Context: an optimization exercise on an open-source flow, tuned for small area. The choices shown serve that exercise and are no tape-out recipe. In this exercise RTL edits were held to simulation tests only and were not proved equivalent to the original.

rev 12:
==> flow/design.v <==
package inst_fetch_queue_pkg;
  localparam int unsigned DATA_WIDTH = 32;
  localparam logic [6:0]  OPC_JAL    = 7'h6f;
  function automatic logic is_jal(input logic [DATA_WIDTH-1:0] inst);
    is_jal = inst[6:0] == OPC_JAL;
  endfunction
  function automatic logic [31:0] predict_npc(input logic [31:0]           pc,
                                              input logic [DATA_WIDTH-1:0] inst,
                                              input logic                  jal);
    logic        neg, step, run;
    logic [20:0] off;
    logic [21:0] lo;
    neg = jal & inst[31];
    off = jal ? {inst[31], inst[19:12], inst[20], inst[30:21], 1'b0} : 21'd4;
    lo  = {1'b0, pc[20:0]} + {1'b0, off};
    step = lo[21] ^ neg;
    run  = step;
    predict_npc[20:0] = lo[20:0];
    for (int i = 21; i < 32; i++) begin
      predict_npc[i] = pc[i] ^ run;
      run = run & (pc[i] ^ neg);
    end
  endfunction
endpackage
module fetch_fifo
#(
  parameter int unsigned Depth = 16
) (
  input  logic                                        clk_in,
  input  logic                                        rst_in,
  input  logic                                        clear_i,
  input  logic                                        enq_i,
  input  logic                                        deq_i,
  input  logic [inst_fetch_queue_pkg::DATA_WIDTH-1:0] enq_data_i,
  output logic                                        valid_o,
  output logic                                        full_o,
  output logic [inst_fetch_queue_pkg::DATA_WIDTH-1:0] head_o,
  output logic                                        head_jal_o
);
  localparam int unsigned W = inst_fetch_queue_pkg::DATA_WIDTH;
  localparam int unsigned PtrW = $clog2(Depth);
  logic [(Depth-1)*W-1:0] mem_q;     
  logic [W-1:0]           head_q;    
  logic                   head_jal_q;  
  logic [PtrW-1:0]        last_q;    
  logic                   valid_q;
  logic [Depth-1:0]       pos;       
  logic                   one_or_less;
  logic                   mem_enq;
  logic [W-1:0]           mem_out, head_d;
  always_comb begin
    for (int i = 0; i < Depth; i++) begin
      pos[i] = valid_q & (last_q == PtrW'(i));
    end
  end
  assign one_or_less = ~valid_q | (last_q == '0);
  assign mem_enq     = enq_i & valid_q & ~(deq_i & pos[0]);
  always_ff @(posedge clk_in) begin
    if (mem_enq) begin
      mem_q <= {mem_q[(Depth-2)*W-1:0], enq_data_i};
    end
  end
  always_comb begin
    mem_out = '0;
    for (int i = 0; i < Depth - 1; i++) begin
      mem_out = mem_out | (mem_q[i*W +: W] & {W{pos[i+1]}});
    end
  end
  assign head_d = mem_out | (enq_data_i & {W{one_or_less}});
  always_ff @(posedge clk_in) begin
    if (deq_i | (enq_i & ~valid_q)) begin
      head_q     <= head_d;
      head_jal_q <= inst_fetch_queue_pkg::is_jal(head_d);
    end
  end
  always_ff @(posedge clk_in or negedge rst_in) begin
    if (!rst_in) begin
      last_q  <= '0;
      valid_q <= 1'b0;
    end else if (clear_i) begin
      last_q  <= '0;
      valid_q <= 1'b0;
    end else if (enq_i & ~deq_i) begin
      last_q  <= valid_q ? last_q + PtrW'(1) : '0;
      valid_q <= 1'b1;
    end else if (deq_i & ~enq_i) begin
      last_q  <= last_q - PtrW'(1);
      valid_q <= last_q != '0;
    end
  end
  assign head_o     = head_q;
  assign head_jal_o = head_jal_q;
  assign valid_o = valid_q;
  assign full_o  = pos[Depth-1];
endmodule
module inst_fetch_queue
#(
  parameter int unsigned QUEUE_DEPTH = 16,
  parameter logic [31:0] RESET_PC    = 32'h0
) (
  input  logic                  clk_in,
  input  logic                  rst_in,
  input  logic                  rdy_in,
  output logic                  mem_req_valid,
  output logic [31:0]           mem_req_addr,
  input  logic                  mem_resp_valid,
  input  logic [inst_fetch_queue_pkg::DATA_WIDTH-1:0] mem_resp_data,
  output logic                  inst_valid,
  output logic [inst_fetch_queue_pkg::DATA_WIDTH-1:0] inst_out,
  output logic [31:0]           inst_pc_out,
  output logic [31:0]           inst_pred_pc_out,
  input  logic                  inst_deq,
  input  logic                  flush_in,
  input  logic [31:0]           flush_pc_in
);
  logic            wait_q;    
  logic            drop_q;    
  logic [31:0]     pc_q;      
  logic [31:0]     head_pc_q;
  logic            valid, full;
  logic            clear, enq, deq;
  logic [31:0]     npc, head_npc;
  logic [inst_fetch_queue_pkg::DATA_WIDTH-1:0] head;
  logic            head_jal;
  assign clear    = rdy_in & flush_in;
  assign enq      = rdy_in & wait_q & mem_resp_valid & ~flush_in;
  assign deq      = rdy_in & inst_deq & valid & ~flush_in;
  assign npc      = inst_fetch_queue_pkg::predict_npc(pc_q, mem_resp_data,
                                                    inst_fetch_queue_pkg::is_jal(mem_resp_data));
  assign head_npc = inst_fetch_queue_pkg::predict_npc(head_pc_q, head, head_jal);
  always_ff @(posedge clk_in or negedge rst_in) begin
    if (!rst_in) begin
      wait_q <= 1'b0;
      drop_q <= 1'b0;
    end else if (rdy_in) begin
      if (wait_q) begin
        wait_q <= ~flush_in & ~mem_resp_valid;
        drop_q <= flush_in & ~mem_resp_valid;
      end else if (drop_q) begin
        drop_q <= ~mem_resp_valid;
      end else begin
        wait_q <= ~flush_in & ~full;
      end
    end
  end
  always_ff @(posedge clk_in or negedge rst_in) begin
    if (!rst_in) begin
      pc_q <= RESET_PC;
    end else if (clear) begin
      pc_q <= flush_pc_in;
    end else if (enq) begin
      pc_q <= npc;
    end
  end
  always_ff @(posedge clk_in) begin
    if (!valid) begin
      head_pc_q <= pc_q;
    end else if (deq) begin
      head_pc_q <= head_npc;
    end
  end
  fetch_fifo #(
    .Depth(QUEUE_DEPTH)
  ) u_fetch_fifo (
    .clk_in    (clk_in),
    .rst_in    (rst_in),
    .clear_i   (clear),
    .enq_i     (enq),
    .deq_i     (deq),
    .enq_data_i(mem_resp_data),
    .valid_o   (valid),
    .full_o    (full),
    .head_o    (head),
    .head_jal_o(head_jal)
  );
  assign mem_req_valid    = wait_q;
  assign mem_req_addr     = pc_q;
  assign inst_valid       = valid;
  assign inst_out         = head;
  assign inst_pc_out      = head_pc_q;
  assign inst_pred_pc_out = head_npc;
endmodule
==> flow/config.mk <==
export PLATFORM = sky130hd
export DESIGN_NAME = inst_fetch_queue
export DESIGN_NICKNAME = inst_fetch_queue
export VERILOG_FILES = /design/flow/design.v
export SDC_FILE = /design/flow/constraint.sdc
export NUM_CORES = 4
export LEC_CHECK = 0
export CAP_MARGIN = 20
export CORE_MARGIN = 2
export CORE_UTILIZATION = 65
export SLEW_MARGIN = 20
==> flow/constraint.sdc <==
create_clock -name core_clock -period 5.5 [get_ports {clk_in}]
set_input_delay 1.1000 -clock core_clock [delete_from_list [all_inputs] [get_ports {clk_in}]]
set_output_delay 1.1000 -clock core_clock [all_outputs]
set_load 0.01 [all_outputs]
standard.sh (not shown) runs the stock make flow with config.mk's settings and CLKGATE_MAP_FILE= SYNTH_SCRIPT=/design/flow/synth_recipe.tcl, a recipe that flattens the netlist after the stock synthesis.
==> flow/flow/run.sh <==
#!/bin/bash
# The standard layout (the standard.sh, standard synthesis unchanged), with two changes:
# the port buffers are the smallest buffer cell, and clock tree synthesis builds the tree from
# clkbuf_8 cells in small clusters and adds no dummy loads.
set -euo pipefail
bash standard.sh finish \
  "BUFFER_PORTS_ARGS=-buffer_cell sky130_fd_sc_hd__buf_1" \
  "CTS_ARGS=-sink_clustering_enable -repair_clock_nets -buf_list sky130_fd_sc_hd__clkbuf_8 -sink_clustering_size 20 -sink_clustering_max_diameter 50 -dont_use_dummy_load" \
  > standard.log 2>&1
Input changes introduced in rev 13 (baseline for comparison: rev 12):
-- flow/design.v --
<<< rev 12, line 153
    end
  end
  always_ff @(posedge clk_in) begin
    if (!valid) begin
      head_pc_q <= pc_q;
    end else if (deq) begin
      head_pc_q <= head_npc;
>>> rev 13, line 153
    end
  end
  always_ff @(posedge clk_in or negedge rst_in) begin
    if (!rst_in) begin
      head_pc_q <= RESET_PC;
    end else if (clear) begin
      head_pc_q <= flush_pc_in;
    end else if (deq) begin
      head_pc_q <= head_npc;
## What came out
- Diff rev 12 -> rev 13: clock distribution area overhead in the final layout held; wire length on met3 saw an increase; post-route standard cell area excluding fillers higher; post-synthesis instance area +about 2.2%.
- Compared with rev 12, rev 13 shows number of DRC violations after detailed-routing iteration 0 that has gone up by more than 10%.
- Sort rev 12 and rev 13 by number of global-route vias before repair desc -> top: rev 13
- Least setup slack across all paths after layout on rev 13 is ahead of rev 12.

separate check: timing with driven ports:
No port has a modelled driver above. Below, the same layouts with a new extraction and two added sets of constraints. Step 1, drivers: a clkbuf_16 drives clk_in and a buf_2 each remaining input, both assumed. Step 2 adds t to the input delays and takes it off the output delays; t is the mean of the earliest and latest rising clock arrival at the registers after step 1. Input paths then give back, and output paths get back, about the clock's delay inside the block. a / b / c = no drivers / after step 1 / after step 2; a / b = the first two.
run | t, ns | slack for setup (ns) | clock arrival spread, ns | worst slew at a driven data input, ns
rev 12 | 0.668 | 0.261 / 0.209 / 0.592 | 0.129 / 0.129 | 0.10
rev 13 | 0.689 | 0.371 / 0.316 / 0.847 | 0.094 / 0.093 | 0.08
After both steps every run listed still meets setup and hold.
